What follows belongs to an exercise in optimizing a design on an open flow for small area, a short achievable clock period and few clock cycles per item; a production flow would make more cautious choices. In this exercise RTL edits were held to simulation tests only and were not proved equivalent to the original. Power figures rest on the tool's default switching activity, not on a simulated workload.

==> module fpu_mult_arb, before the edit <==
module fpu_mult_arb
#(
   parameter int NUM_REQ = 4
)(
   input  logic                    clk,
   input  logic                    rst,
   input  logic [NUM_REQ-1:0]      req_valid,
   output logic [NUM_REQ-1:0]      req_ready,
   input  logic [NUM_REQ*FP_W-1:0] req_a,
   input  logic [NUM_REQ*FP_W-1:0] req_b,
   output logic [NUM_REQ-1:0]      rsp_valid,
   input  logic [NUM_REQ-1:0]      rsp_ready,
   output logic [FP_W-1:0]         rsp_data,
   output logic                    busy
);
   localparam int NC = MULT_CUT_W;
   logic [3:0]  r_ptr;       
   logic        r_v1;        
   logic        r_v2;        
   logic [3:0]  r_rdy;       
   logic [3:0]  r_hown;      
   logic        r_kv;        
   logic [3:0]  r_kown;      
   logic        r_busy;
   logic [22:0] r1_ma;
   logic [MULT_B_W-1:0] r1_bs;    
   logic [7:0]  r1_ea, r1_eb;
   logic        r1_s;
   logic [NC-1:0] r2_cut;
   logic [7:0]  r2_e;
   logic        r2_s;
   logic [24:0] r3_hi;           
   logic [7:0]  r3_e;            
   logic        r3_s;
   logic [31:0] r_hdata;         
   logic [31:0] r_kdata;         
   wire [3:0] w_own1 = {r_ptr[0], r_ptr[3:1]};
   wire [3:0] w_own2 = {r_ptr[1:0], r_ptr[3:2]};
   logic [31:0] w_a, w_b;
   always_comb begin
      w_a = '0;
      w_b = '0;
      for (int i = 0; i < 4; i++) begin
         w_a = w_a | (req_a[i*32 +: 32] & {32{r_ptr[i]}});
         w_b = w_b | (req_b[i*32 +: 32] & {32{r_ptr[i]}});
      end
   end
   logic [MULT_B_W-1:0] w_bs;
   fpu_mult_pre u_pre (.mb(w_b[22:0]), .bs(w_bs));
   logic [NC-1:0] w_cut;
   fpu_mult_sa u_sa (.ma(r1_ma), .bs(r1_bs), .cut(w_cut));
   logic [24:0] w_hi;
   fpu_mult_sb u_sb (.cut(r2_cut), .hi(w_hi));
   wire [7:0]  w_e1  = r3_e + 8'd1;
   wire [31:0] w_res = r3_hi[24] ? {r3_s, w_e1, r3_hi[23:1]} : {r3_s, r3_e, r3_hi[22:0]};
   wire w_taken = |(r_hown & rsp_ready);
   wire w_hfree = ~(|r_hown) | w_taken;
   wire w_acc   = |r_rdy;
   wire w_kv_n  = w_hfree ? (r_kv & w_acc) : (r_kv | w_acc);
   wire w_drop  = r_v2 & w_kv_n;       
   always_ff @(posedge clk or posedge rst) begin
      if (rst) begin
         r_ptr  <= 4'b0001;
         r_v1   <= 1'b0;
         r_v2   <= 1'b0;
         r_rdy  <= '0;
         r_hown <= '0;
         r_kv   <= 1'b0;
         r_kown <= '0;
         r_busy <= 1'b0;
      end else begin
         if (w_hfree) begin
            if (r_kv) begin
               r_hown <= r_kown;
               r_kown <= r_rdy;
            end else begin
               r_hown <= r_rdy;
            end
         end else if (w_acc) begin
            r_kown <= r_rdy;
         end
         r_kv   <= w_kv_n;
         r_busy <= ~w_hfree | r_kv | w_acc;
         if (w_drop) begin
            r_v1  <= 1'b0;
            r_v2  <= 1'b0;
            r_rdy <= '0;
            r_ptr <= w_own2;
         end else begin
            r_v1  <= |(req_valid & r_ptr);
            r_v2  <= r_v1;
            r_rdy <= {4{r_v2}} & w_own2;
            r_ptr <= {r_ptr[2:0], r_ptr[3]};
         end
      end
   end
   always_ff @(posedge clk) begin
      r1_ma  <= w_a[22:0];
      r1_bs  <= w_bs;
      r1_ea  <= w_a[30:23];
      r1_eb  <= w_b[30:23];
      r1_s   <= w_a[31] ^ w_b[31];
      r2_cut <= w_cut;
      r2_e   <= r1_ea + r1_eb + 8'd129;    
      r2_s   <= r1_s;
      r3_hi  <= w_hi;
      r3_e   <= r2_e;
      r3_s   <= r2_s;
      if (w_hfree)
         r_hdata <= r_kv ? r_kdata : w_res;
      if (~(r_kv & ~w_hfree))
         r_kdata <= w_res;
   end
   assign req_ready = r_rdy;
   assign rsp_valid = r_hown;
   assign rsp_data  = r_hdata;
   assign busy      = r_busy;
endmodule
export LEC_CHECK = 0
export CAP_MARGIN = 20
export CORE_MARGIN = 2
export CORE_UTILIZATION = 60
export SLEW_MARGIN = 20
export SYNTH_HIERARCHICAL = 1
export SYNTH_MINIMUM_KEEP_SIZE = 0
create_clock -name core_clock -period 9.0 [get_ports {clk}]
standard.sh (not shown) runs the stock make flow with config.mk's settings and CLKGATE_MAP_FILE= SYNTH_SCRIPT=/design/flow/synth_recipe.tcl, a recipe that flattens the netlist after the stock synthesis.
==> flow/flow/run.sh <==
#!/bin/bash
# Layout flow: the standard layout (standard.sh: the standard synthesis,
# floorplan, power grid, placement, CTS and routing, all unchanged) with two
# settings of how the layout is made:
#   - every input and output port still gets its own buffer, but a
#     sky130_fd_sc_hd__buf_1 instead of the delay cell buffer_ports picks;
set -euo pipefail
MARGIN=5.8
cd "$(dirname "$0")/.."
bash standard.sh "BUFFER_PORTS_ARGS=-buffer_cell sky130_fd_sc_hd__buf_1" \
   "SETUP_SLACK_MARGIN=$MARGIN" finish > standard.log 2>&1
Testbench counts at the start, summed over its fixed seeds: cycles 3,232, items 3,200.
Rerun with:
--- a/flow/design.v
+++ b/flow/design.v
@@ -1723,5 +1723,5 @@
    logic [22:0] r1_ma;
    logic [MULT_B_W-1:0] r1_bs;    
-   logic [7:0]  r1_ea, r1_eb;
+   logic [7:0]  r1_e;
    logic        r1_s;
    logic [NC-1:0] r2_cut;
@@ -1729,5 +1729,5 @@
    logic        r2_s;
    logic [24:0] r3_hi;           
-   logic [7:0]  r3_e;            
+   logic [7:0]  r3_e, r3_e1;     
    logic        r3_s;
    logic [31:0] r_hdata;         
@@ -1750,6 +1750,5 @@
    logic [24:0] w_hi;
    fpu_mult_sb u_sb (.cut(r2_cut), .hi(w_hi));
-   wire [7:0]  w_e1  = r3_e + 8'd1;
-   wire [31:0] w_res = r3_hi[24] ? {r3_s, w_e1, r3_hi[23:1]} : {r3_s, r3_e, r3_hi[22:0]};
+   wire [31:0] w_res = r3_hi[24] ? {r3_s, r3_e1, r3_hi[23:1]} : {r3_s, r3_e, r3_hi[22:0]};
    wire w_taken = |(r_hown & rsp_ready);
    wire w_hfree = ~(|r_hown) | w_taken;
@@ -1796,12 +1795,12 @@
       r1_ma  <= w_a[22:0];
       r1_bs  <= w_bs;
-      r1_ea  <= w_a[30:23];
-      r1_eb  <= w_b[30:23];
+      r1_e   <= w_a[30:23] + w_b[30:23] + 8'd129;    
       r1_s   <= w_a[31] ^ w_b[31];
       r2_cut <= w_cut;
-      r2_e   <= r1_ea + r1_eb + 8'd129;    
+      r2_e   <= r1_e;
       r2_s   <= r1_s;
       r3_hi  <= w_hi;
       r3_e   <= r2_e;
+      r3_e1  <= r2_e + 8'd1;
       r3_s   <= r2_s;
       if (w_hfree)
- The new run completed without violations
- routed wire length rose by 5.5%
- die area is about the same
- power came out higher by 8.1%
- sequential power goes up by about 4%
- sequential cell count is unchanged
- clock power came out higher by about 5%
- clock skew is higher by 3.2 ps
Testbench counts after the change, summed over its fixed seeds: cycles 3,232, items 3,200.

[separate check: timing with driven ports]
How much do the figures lean on ideal ports? The routed layouts below were timed once more, with nothing changed but the port constraints. Step 1 sets driving cells, clkbuf_16 on the clock port and buf_2 on the other inputs (assumed; they add their load-dependent delay and slew). Step 2 also shifts input and output timing later by t, the mid clock arrival at the registers, as if the neighbouring blocks saw the same clock. Slacks: ideal ports / drivers / drivers and shift; pairs: ideal ports / drivers.
| run | t (ns) | setup WS [ns] | worst setup path after step 2 | latest minus earliest clock arrival (ns) |
|---|---|---|---|---|
| the first run | 0.603 | 5.801 / 5.801 / 5.445 | input to register | 0.018 / 0.017 |
| the second run | 0.605 | 5.823 / 5.823 / 5.317 | input to register | 0.020 / 0.020 |
After both steps every run listed still meets setup and hold. For the second run, which loses most, drivers alone change the setup slack by 0.000 ns; drivers and shift together by -0.506 ns.
